Context: an optimization exercise on an open-source flow, tuned for small area. The choices shown serve that exercise and are no tape-out recipe. The RTL was checked by simulation tests, not by an equivalence proof against the original design. No driver is modelled on the clock port, so clocking that relies on it looks cheaper here than on a real chip.

==> inputs of v18 <==
==> flow/design.v <==
package bcdPkg;
	typedef logic [3:0] bcdDigitT;  
	localparam int NumDigits = 4;  
	typedef bcdDigitT [NumDigits-1:0] bcdCountT;  
	function automatic bcdCountT bcdAdd(input bcdCountT a, input bcdCountT b);
		logic [4*NumDigits-1:0] aFlat;
		logic [4*NumDigits-1:0] bFlat;
		logic [4*NumDigits-1:0] result;
		logic carry;
		logic [4:0] digitSum;
		aFlat = a;
		bFlat = b;
		result = '0;
		carry = 1'b0;
		for (int i = 0; i < NumDigits; i++) begin
			digitSum = {1'b0, aFlat[4*i +: 4]} + {1'b0, bFlat[4*i +: 4]} + {4'b0, carry};
			carry = (digitSum > 5'd9);
			if (carry) begin
				digitSum = digitSum - 5'd10;  
			end
			result[4*i +: 4] = digitSum[3:0];
		end
		bcdAdd = result;
	endfunction
endpackage
package gamePkg;
	localparam int NumMoles = 8;  
	localparam int HeightMax = 20;  
	localparam int HeightWidth = 5;
	localparam int WaitCount = 4;  
	localparam int WaitWidth = $clog2(WaitCount + 1);
	typedef logic [HeightWidth-1:0] heightT;
	localparam int StepPeriod = 2;
	localparam int WaitPeriod = 4;
	localparam int TickWidth = $clog2((StepPeriod > WaitPeriod ? StepPeriod : WaitPeriod) + 1);
	localparam int LfsrWidth = 16;  
	localparam int SlotSpacing = 60;  
	localparam int SeqLength = NumMoles * SlotSpacing;
	localparam logic [1:0] WhackIdle = 2'b00;
	localparam logic [1:0] WhackPressed = 2'b01;
	localparam logic [1:0] WhackHit = 2'b11;
	localparam logic [1:0] MoleHiding = 2'b00;
	localparam logic [1:0] MoleRising = 2'b01;
	localparam logic [1:0] MoleWaiting = 2'b11;
	localparam logic [1:0] MoleLowering = 2'b10;
endpackage
`timescale 1ns/10ps
module tickGenerator (
	input logic [1:0] count,
	output logic stepTick,
	output logic waitTick
);
	assign stepTick = count[0];
	assign waitTick = count[0] & count[1];
endmodule
`timescale 1ns/10ps
module moleScheduler (
	input logic Clock,
	input logic reset,
	input logic loadSeed,
	input logic shift,
	output logic [gamePkg::LfsrWidth-1:0] seedCount,
	output logic [gamePkg::NumMoles-1:0] riseRequest
);
	localparam int FillWidth = $clog2(gamePkg::SeqLength + 1);
	logic [gamePkg::LfsrWidth-1:0] lfsr;
	logic feedback;
	logic [gamePkg::SeqLength-1:0] seqBits;  
	logic [FillWidth-1:0] fill;  
	always_ff @(posedge Clock or posedge reset) begin
		if (reset) begin
			seedCount <= '0;
		end else begin
			seedCount <= seedCount + 1'b1;
		end
	end
	assign feedback = lfsr[0] ^ lfsr[2] ^ lfsr[3] ^ lfsr[5];
	always_ff @(posedge Clock or posedge reset) begin
		if (reset) begin
			lfsr <= '0;
		end else if (loadSeed) begin
			lfsr <= seedCount;
		end else if (shift) begin
			lfsr <= {feedback, lfsr[gamePkg::LfsrWidth-1:1]};
		end
	end
	always_ff @(posedge Clock) begin
		if (shift) begin
			seqBits <= {seqBits[gamePkg::SeqLength-2:0], lfsr[0]};
		end
	end
	always_ff @(posedge Clock or posedge reset) begin
		if (reset) begin
			fill <= '0;
		end else if (shift && fill != FillWidth'(gamePkg::SeqLength)) begin
			fill <= fill + 1'b1;
		end
	end
	for (genvar k = 0; k < gamePkg::NumMoles; k++) begin : gTap
		assign riseRequest[k] = seqBits[(k + 1) * gamePkg::SlotSpacing - 1] &
			(fill >= FillWidth'((k + 1) * gamePkg::SlotSpacing));
	end
endmodule
`timescale 1ns/10ps
module whackDecoder (
	input logic Clock,
	input logic reset,
	input logic [gamePkg::NumMoles-1:0] switches,
	output logic [gamePkg::NumMoles-1:0] hit
);
	logic [gamePkg::NumMoles-1:0] pressed;
	always_ff @(posedge Clock or posedge reset) begin
		if (reset) begin
			pressed <= '0;
			hit <= '0;
		end else begin
			pressed <= switches & ~hit;
			hit <= pressed & ~switches;
		end
	end
endmodule
`timescale 1ns/10ps
module moleRiser (
	input logic Clock,
	input logic reset,
	input logic stepTick,
	input logic waitTick,
	input logic go,
	input logic hit,
	output gamePkg::heightT height,
	output logic hiding
);
	logic [1:0] state;
	gamePkg::heightT h;
	logic rising;
	logic waiting;
	logic lowering;
	logic atTop;  
	logic waitDone;  
	logic atBottom;  
	logic count;  
	logic down;  
	assign rising = (state == gamePkg::MoleRising);
	assign waiting = (state == gamePkg::MoleWaiting);
	assign lowering = (state == gamePkg::MoleLowering);
	assign hiding = (state == gamePkg::MoleHiding);
	assign atTop = h[4] & h[2];
	assign waitDone = ~h[2] & ~h[1] & ~h[0];
	assign atBottom = (h == '0);
	assign down = state[1];
	assign count = (rising & stepTick & ~atTop) | (lowering & stepTick & ~atBottom) |
		(waiting & waitTick & ~waitDone);
	always_ff @(posedge Clock or posedge reset) begin
		if (reset) begin
			state <= gamePkg::MoleHiding;
			h <= '0;
		end else if (hit) begin
			state <= gamePkg::MoleHiding;
			h <= '0;
		end else begin
			if (count) begin
				h <= down ? h - 1'b1 : h + 1'b1;
			end else if (waiting & waitDone) begin
				h[2] <= 1'b1;  
			end
			case (state)
				gamePkg::MoleHiding: if (go) state <= gamePkg::MoleRising;
				gamePkg::MoleRising: if (atTop) state <= gamePkg::MoleWaiting;
				gamePkg::MoleWaiting: if (waitDone) state <= gamePkg::MoleLowering;
				default: if (atBottom) state <= gamePkg::MoleHiding;
			endcase
		end
	end
	assign height = {h[4], h[3], h[2] | waiting, h[1] & ~waiting, h[0] & ~waiting};
endmodule
`timescale 1ns/10ps
module scoreTally (
	input logic Clock,
	input logic reset,
	input logic [gamePkg::NumMoles-1:0] hit,
	input logic [gamePkg::NumMoles-1:0] hiding,
	input logic [gamePkg::NumMoles-1:0] riseRequest,
	output bcdPkg::bcdCountT totalScore,
	output bcdPkg::bcdCountT totalRise
);
	bcdCounter i_score (
		.Clock(Clock),
		.reset(reset),
		.events(hit & ~hiding),
		.total(totalScore)
	);
	bcdCounter i_rise (
		.Clock(Clock),
		.reset(reset),
		.events(riseRequest & hiding),
		.total(totalRise)
	);
endmodule
module bcdCounter (
	input logic Clock,
	input logic reset,
	input logic [gamePkg::NumMoles-1:0] events,
	output logic [15:0] total
);
	logic [3:0] n;
	logic [4:0] ones;
	logic [3:0] onesNext;
	logic c0;
	logic [3:0] tensNext;
	logic [3:0] hundNext;
	logic [3:0] thouNext;
	always_comb begin
		n = '0;
		for (int i = 0; i < gamePkg::NumMoles; i++) begin
			n = n + 4'(events[i]);
		end
	end
	assign ones = {1'b0, total[3:0]} + {1'b0, n};
	assign c0 = (ones > 5'd9);
	assign onesNext = c0 ? 4'(ones - 5'd10) : ones[3:0];
	function automatic logic [3:0] incDigit(input logic [3:0] d);
		incDigit = (d == 4'd9) ? 4'd0 : d + 1'b1;
	endfunction
	assign tensNext = incDigit(total[7:4]);
	assign hundNext = incDigit(total[11:8]);
	assign thouNext = incDigit(total[15:12]);
	always_ff @(posedge Clock or posedge reset) begin
		if (reset) begin
			total <= '0;
		end else begin
			total[3:0] <= onesNext;
			if (c0) begin
				total[7:4] <= tensNext;
				if (total[7:4] == 4'd9) begin
					total[11:8] <= hundNext;
					if (total[11:8] == 4'd9) begin
						total[15:12] <= thouNext;
					end
				end
			end
		end
	end
endmodule
`timescale 1ns/10ps
module whackGame (
	input logic Clock,
	input logic reset,
	input logic [gamePkg::NumMoles-1:0] switches,
	input logic loadSeed,
	input logic shift,
	output gamePkg::heightT [gamePkg::NumMoles-1:0] moleHeights,
	output bcdPkg::bcdCountT totalScore,
	output bcdPkg::bcdCountT totalRise
);
	logic stepTick;
	logic waitTick;
	logic [gamePkg::LfsrWidth-1:0] seedCount;
	logic [gamePkg::NumMoles-1:0] riseRequest;
	logic [gamePkg::NumMoles-1:0] hit;
	logic [gamePkg::NumMoles-1:0] hiding;
	moleScheduler i_moleScheduler (
		.Clock(Clock),
		.reset(reset),
		.loadSeed(loadSeed),
		.shift(shift),
		.seedCount(seedCount),
		.riseRequest(riseRequest)
	);
	tickGenerator i_tickGenerator (
		.count(seedCount[1:0]),
		.stepTick(stepTick),
		.waitTick(waitTick)
	);
	whackDecoder i_whackDecoder (
		.Clock(Clock),
		.reset(reset),
		.switches(switches),
		.hit(hit)
	);
	for (genvar m = 0; m < gamePkg::NumMoles; m++) begin : gMole
		moleRiser i_moleRiser (
			.Clock(Clock),
			.reset(reset),
			.stepTick(stepTick),
			.waitTick(waitTick),
			.go(riseRequest[m]),
			.hit(hit[m]),
			.height(moleHeights[m]),
			.hiding(hiding[m])
		);
	end
	scoreTally i_scoreTally (
		.Clock(Clock),
		.reset(reset),
		.hit(hit),
		.hiding(hiding),
		.riseRequest(riseRequest),
		.totalScore(totalScore),
		.totalRise(totalRise)
	);
endmodule
==> flow/run.sh <==
#!/bin/bash
# synth_recipe.tcl (not shown) runs the flow's synth.tcl, then flattens the netlist and writes it again
# the make line also repeats each setting of config.mk as NAME=value (left out here)
make -C /OpenROAD-flow-scripts/flow DESIGN_CONFIG=/design/flow/config.mk WORK_HOME=/design/flow/orfs CLKGATE_MAP_FILE= SYNTH_SCRIPT=/design/flow/synth_recipe.tcl finish
==> flow/config.mk <==
export PLATFORM = sky130hd
export DESIGN_NAME = whackGame
export DESIGN_NICKNAME = whackGame
export VERILOG_FILES = /design/flow/design.v
export SDC_FILE = /design/flow/constraint.sdc
export NUM_CORES = 4
export LEC_CHECK = 0
export CAP_MARGIN = 20
export CORE_MARGIN = 2
export CORE_UTILIZATION = 40
export SLEW_MARGIN = 20
==> flow/constraint.sdc <==
create_clock -name core_clock -period 30.0 [get_ports {Clock}]
set_input_delay 6.0000 -clock core_clock [delete_from_list [all_inputs] [get_ports {Clock}]]
set_output_delay 6.0000 -clock core_clock [all_outputs]
set_load 0.01 [all_outputs]
==> v9 (differences from v18) <==
--- a/flow/design.v
+++ b/flow/design.v
@@ -66,4 +66,5 @@
 	logic [gamePkg::LfsrWidth-1:0] lfsr;
 	logic feedback;
+	logic seeded;  
 	logic [gamePkg::SeqLength-1:0] seqBits;  
 	logic [FillWidth-1:0] fill;  
@@ -78,6 +79,11 @@
 	always_ff @(posedge Clock or posedge reset) begin
 		if (reset) begin
-			lfsr <= '0;
+			seeded <= 1'b0;
 		end else if (loadSeed) begin
+			seeded <= 1'b1;
+		end
+	end
+	always_ff @(posedge Clock) begin
+		if (loadSeed) begin
 			lfsr <= seedCount;
 		end else if (shift) begin
@@ -87,5 +93,5 @@
 	always_ff @(posedge Clock) begin
 		if (shift) begin
-			seqBits <= {seqBits[gamePkg::SeqLength-2:0], lfsr[0]};
+			seqBits <= {seqBits[gamePkg::SeqLength-2:0], lfsr[0] & seeded};
 		end
 	end
@@ -151,23 +157,28 @@
 	assign count = (rising & stepTick & ~atTop) | (lowering & stepTick & ~atBottom) |
 		(waiting & waitTick & ~waitDone);
+	logic [4:0] toggle;
+	logic [4:0] hNext;
+	logic [1:0] stateNext;
+	always_comb begin
+		toggle[0] = count;
+		for (int i = 1; i < 5; i++) begin
+			toggle[i] = toggle[i-1] & (h[i-1] ^ down);
+		end
+		hNext = h ^ toggle;
+		hNext[2] = hNext[2] | (waiting & waitDone);  
+		case (state)
+			gamePkg::MoleHiding: stateNext = go ? gamePkg::MoleRising : state;
+			gamePkg::MoleRising: stateNext = atTop ? gamePkg::MoleWaiting : state;
+			gamePkg::MoleWaiting: stateNext = waitDone ? gamePkg::MoleLowering : state;
+			default: stateNext = atBottom ? gamePkg::MoleHiding : state;
+		endcase
+	end
 	always_ff @(posedge Clock or posedge reset) begin
 		if (reset) begin
 			state <= gamePkg::MoleHiding;
 			h <= '0;
-		end else if (hit) begin
-			state <= gamePkg::MoleHiding;
-			h <= '0;
 		end else begin
-			if (count) begin
-				h <= down ? h - 1'b1 : h + 1'b1;
-			end else if (waiting & waitDone) begin
-				h[2] <= 1'b1;  
-			end
-			case (state)
-				gamePkg::MoleHiding: if (go) state <= gamePkg::MoleRising;
-				gamePkg::MoleRising: if (atTop) state <= gamePkg::MoleWaiting;
-				gamePkg::MoleWaiting: if (waitDone) state <= gamePkg::MoleLowering;
-				default: if (atBottom) state <= gamePkg::MoleHiding;
-			endcase
+			state <= hit ? gamePkg::MoleHiding : stateNext;
+			h <= hit ? '0 : hNext;
 		end
 	end
@@ -203,40 +214,44 @@
 	output logic [15:0] total
 );
-	logic [3:0] n;
-	logic [4:0] ones;
-	logic [3:0] onesNext;
-	logic c0;
-	logic [3:0] tensNext;
-	logic [3:0] hundNext;
-	logic [3:0] thouNext;
+	logic [4:0] ones;  
+	logic carry;  
+	logic [3:0] en;  
+	logic [15:0] toggle;
+	logic [1:0] f0;
+	logic [1:0] f1;
+	logic [1:0] f2;
+	logic [1:0] f3;
+	logic [1:0] f4;
+	logic [1:0] f5;
+	logic [1:0] f6;
+	logic [1:0] h7;
+	assign f0 = {(events[0] & events[1]) | (events[0] & events[2]) | (events[1] & events[2]), events[0] ^ events[1] ^ events[2]};
+	assign f1 = {(events[3] & events[4]) | (events[3] & events[5]) | (events[4] & events[5]), events[3] ^ events[4] ^ events[5]};
+	assign f2 = {(events[6] & events[7]) | (events[6] & total[0]) | (events[7] & total[0]), events[6] ^ events[7] ^ total[0]};
+	assign f3 = {(f0[0] & f1[0]) | (f0[0] & f2[0]) | (f1[0] & f2[0]), f0[0] ^ f1[0] ^ f2[0]};
+	assign f4 = {(f0[1] & f1[1]) | (f0[1] & f2[1]) | (f1[1] & f2[1]), f0[1] ^ f1[1] ^ f2[1]};
+	assign f5 = {(f3[1] & total[1]) | (f3[1] & f4[0]) | (total[1] & f4[0]), f3[1] ^ total[1] ^ f4[0]};
+	assign f6 = {(f4[1] & f5[1]) | (f4[1] & total[2]) | (f5[1] & total[2]), f4[1] ^ f5[1] ^ total[2]};
+	assign h7 = {f6[1] & total[3], f6[1] ^ total[3]};
+	assign ones = {h7[1], h7[0], f6[0], f5[0], f3[0]};
+	assign carry = ones[4] | (ones[3] & (ones[2] | ones[1]));
+	assign en[1] = carry;
+	assign en[2] = en[1] & total[4] & total[7];
+	assign en[3] = en[2] & total[8] & total[11];
 	always_comb begin
-		n = '0;
-		for (int i = 0; i < gamePkg::NumMoles; i++) begin
-			n = n + 4'(events[i]);
+		toggle = '0;
+		for (int d = 1; d < 4; d++) begin
+			toggle[4*d] = en[d];
+			toggle[4*d+1] = en[d] & total[4*d] & ~total[4*d+3];
+			toggle[4*d+2] = en[d] & total[4*d] & total[4*d+1];
+			toggle[4*d+3] = en[d] & total[4*d] & (total[4*d+3] | (total[4*d+1] & total[4*d+2]));
 		end
 	end
-	assign ones = {1'b0, total[3:0]} + {1'b0, n};
-	assign c0 = (ones > 5'd9);
-	assign onesNext = c0 ? 4'(ones - 5'd10) : ones[3:0];
-	function automatic logic [3:0] incDigit(input logic [3:0] d);
-		incDigit = (d == 4'd9) ? 4'd0 : d + 1'b1;
-	endfunction
-	assign tensNext = incDigit(total[7:4]);
-	assign hundNext = incDigit(total[11:8]);
-	assign thouNext = incDigit(total[15:12]);
 	always_ff @(posedge Clock or posedge reset) begin
 		if (reset) begin
 			total <= '0;
 		end else begin
-			total[3:0] <= onesNext;
-			if (c0) begin
-				total[7:4] <= tensNext;
-				if (total[7:4] == 4'd9) begin
-					total[11:8] <= hundNext;
-					if (total[11:8] == 4'd9) begin
-						total[15:12] <= thouNext;
-					end
-				end
-			end
+			total[3:0] <= carry ? 4'(ones + 5'd6) : ones[3:0];
+			total[15:4] <= total[15:4] ^ toggle[15:4];
 		end
 	end
==> flow/flow/run.sh (new file) <==
#!/bin/bash
# Standard synthesis and layout (standard.sh), with: every gate set to the
# smallest size of its family after floorplanning (repair_design then upsizes
# what needs it), minimum-size port buffers, and a leaner clock tree (no dummy
# loads, small leaf buffers).
set -euo pipefail
here=$(pwd)
bash standard.sh finish \
	"POST_FLOORPLAN_TCL=$here/flow/downsize.tcl" \
	"BUFFER_PORTS_ARGS=-buffer_cell sky130_fd_sc_hd__buf_1" \
	"CTS_ARGS=-sink_clustering_enable -repair_clock_nets -dont_use_dummy_load -buf_list sky130_fd_sc_hd__clkbuf_8 -root_buf sky130_fd_sc_hd__clkbuf_16 -sink_clustering_buffer sky130_fd_sc_hd__clkbuf_16 -sink_clustering_size 32 -sink_clustering_max_diameter 140" \
	> flow.log 2>&1
==> flow/flow/downsize.tcl (new file) <==
# Swap every standard cell to the smallest-area cell of the same family
# (same name up to the drive-strength suffix, so same function and pins).
# repair_design later upsizes whatever then violates slew or capacitance.
set db [ord::get_db]
set dont_use {}
if { [info exists ::env(DONT_USE_CELLS)] } { set dont_use $::env(DONT_USE_CELLS) }
set best [dict create]
foreach lib [$db getLibs] {
  foreach m [$lib getMasters] {
    set name [$m getName]
    if { ![regexp {^(sky130_fd_sc_hd__.+)_(\d+)$} $name -> base drive] } { continue }
    set skip 0
    foreach p $dont_use { if { [string match $p $name] } { set skip 1 } }
    if { $skip } { continue }
    set a [expr { [$m getWidth] * [$m getHeight] }]
    if { ![dict exists $best $base] || $a < [lindex [dict get $best $base] 1] } {
      dict set best $base [list $m $a]
    }
  }
}
set swapped 0
foreach inst [[ord::get_db_block] getInsts] {
  set m [$inst getMaster]
  if { [$inst isFixed] } { continue }
  if { ![regexp {^(sky130_fd_sc_hd__.+)_(\d+)$} [$m getName] -> base drive] } { continue }
  if { [regexp {^sky130_fd_sc_hd__(df|edf|sdf|dl|tap|fill|decap|conb)} [$m getName]] } { continue }
  if { ![dict exists $best $base] } { continue }
  set nm [lindex [dict get $best $base] 0]
  if { [$nm getName] ne [$m getName] } {
    $inst swapMaster $nm
    incr swapped
  }
}
puts "downsize: swapped $swapped instances"
==> flow/standard.sh (new file) <==
#!/bin/bash
# synth_recipe.tcl (not shown) runs the flow's synth.tcl, then flattens the netlist and writes it again
# the make line also repeats each setting of config.mk as NAME=value (left out here)
make -C /OpenROAD-flow-scripts/flow DESIGN_CONFIG=/design/flow/config.mk WORK_HOME=/design/flow/orfs CLKGATE_MAP_FILE= SYNTH_SCRIPT=/design/flow/synth_recipe.tcl "${@:-finish}"
CORE_UTILIZATION = 65   (was 40)
removed: flow/run.sh
==> results.txt <==
Result of the run: v18 complete, no violations; v9 complete, no violations
Sum of net half-perimeters after detailed placement: v18 22100 microns; v9 18300 microns
Share of synthesized area occupied by flip-flops and latches: v18 77.5%; v9 80.9%
Delay of the slowest critical-path stage: v18 0.93 ns; v9 0.94 ns
Slew Limit Headroom: v18 30.6%; v9 30.9%
Period utilization: v18 29.6%; v9 27.2%
Ratio of cells with drive above 1 in the final layout: v18 8.34%; v9 2.34%
Total global-route track usage: v18 12.9%; v9 17.9%
DRC marker count from the first detailed-route iteration: v18 844; v9 747
Number of rows created at floorplan: v18 88; v9 68
Proportion of cell area spent on the clock network: v18 7.27%; v9 2.45%
Setup Skew: v18 0.0508 ns; v9 0.0404 ns
Post-synth net total: v18 1475; v9 1312
Vias in the first global route: v18 11.3k; v9 9335
Total number of vias: v18 11.4k; v9 9913
Number of levels the H-tree was split into: v18 2; v9 1
Bufs w/o clock: v18 92; v9 89
Number of buffers created by CTS: v18 61; v9 23
Number of tap cells added at floorplan: v18 765; v9 455

-- afterwards: timing with drivers on the ports --
No port has a modelled driver above. Below, the same layouts with a new extraction and two added sets of constraints. Step 1 sets driving cells, clkbuf_16 on the clock port and buf_2 on the other inputs (assumed; they add their load-dependent delay and slew). Step 2 adds t to the input delays and takes it off the output delays; t is the mean of the earliest and latest rising clock arrival at the registers after step 1. Input paths then give back, and output paths get back, about the clock's delay inside the block. Three values: no drivers, after step 1, after step 2; two values: the first two.
| run | shift t [ns] | setup WS [ns] | worst data-port slew with drivers (ns) | cell pins on the clock port's net |
|---|---|---|---|---|
| v18 | 0.657 | 21.116 / 21.122 / 20.465 | 0.08 | 1 |
| v9 | 0.608 | 21.832 / 21.859 / 21.251 | 0.04 | 1 |
After both steps setup and hold are still met in every run listed. The setup slack of v18, which loses most, moves by +0.006 ns with the drivers and by -0.651 ns with both steps.
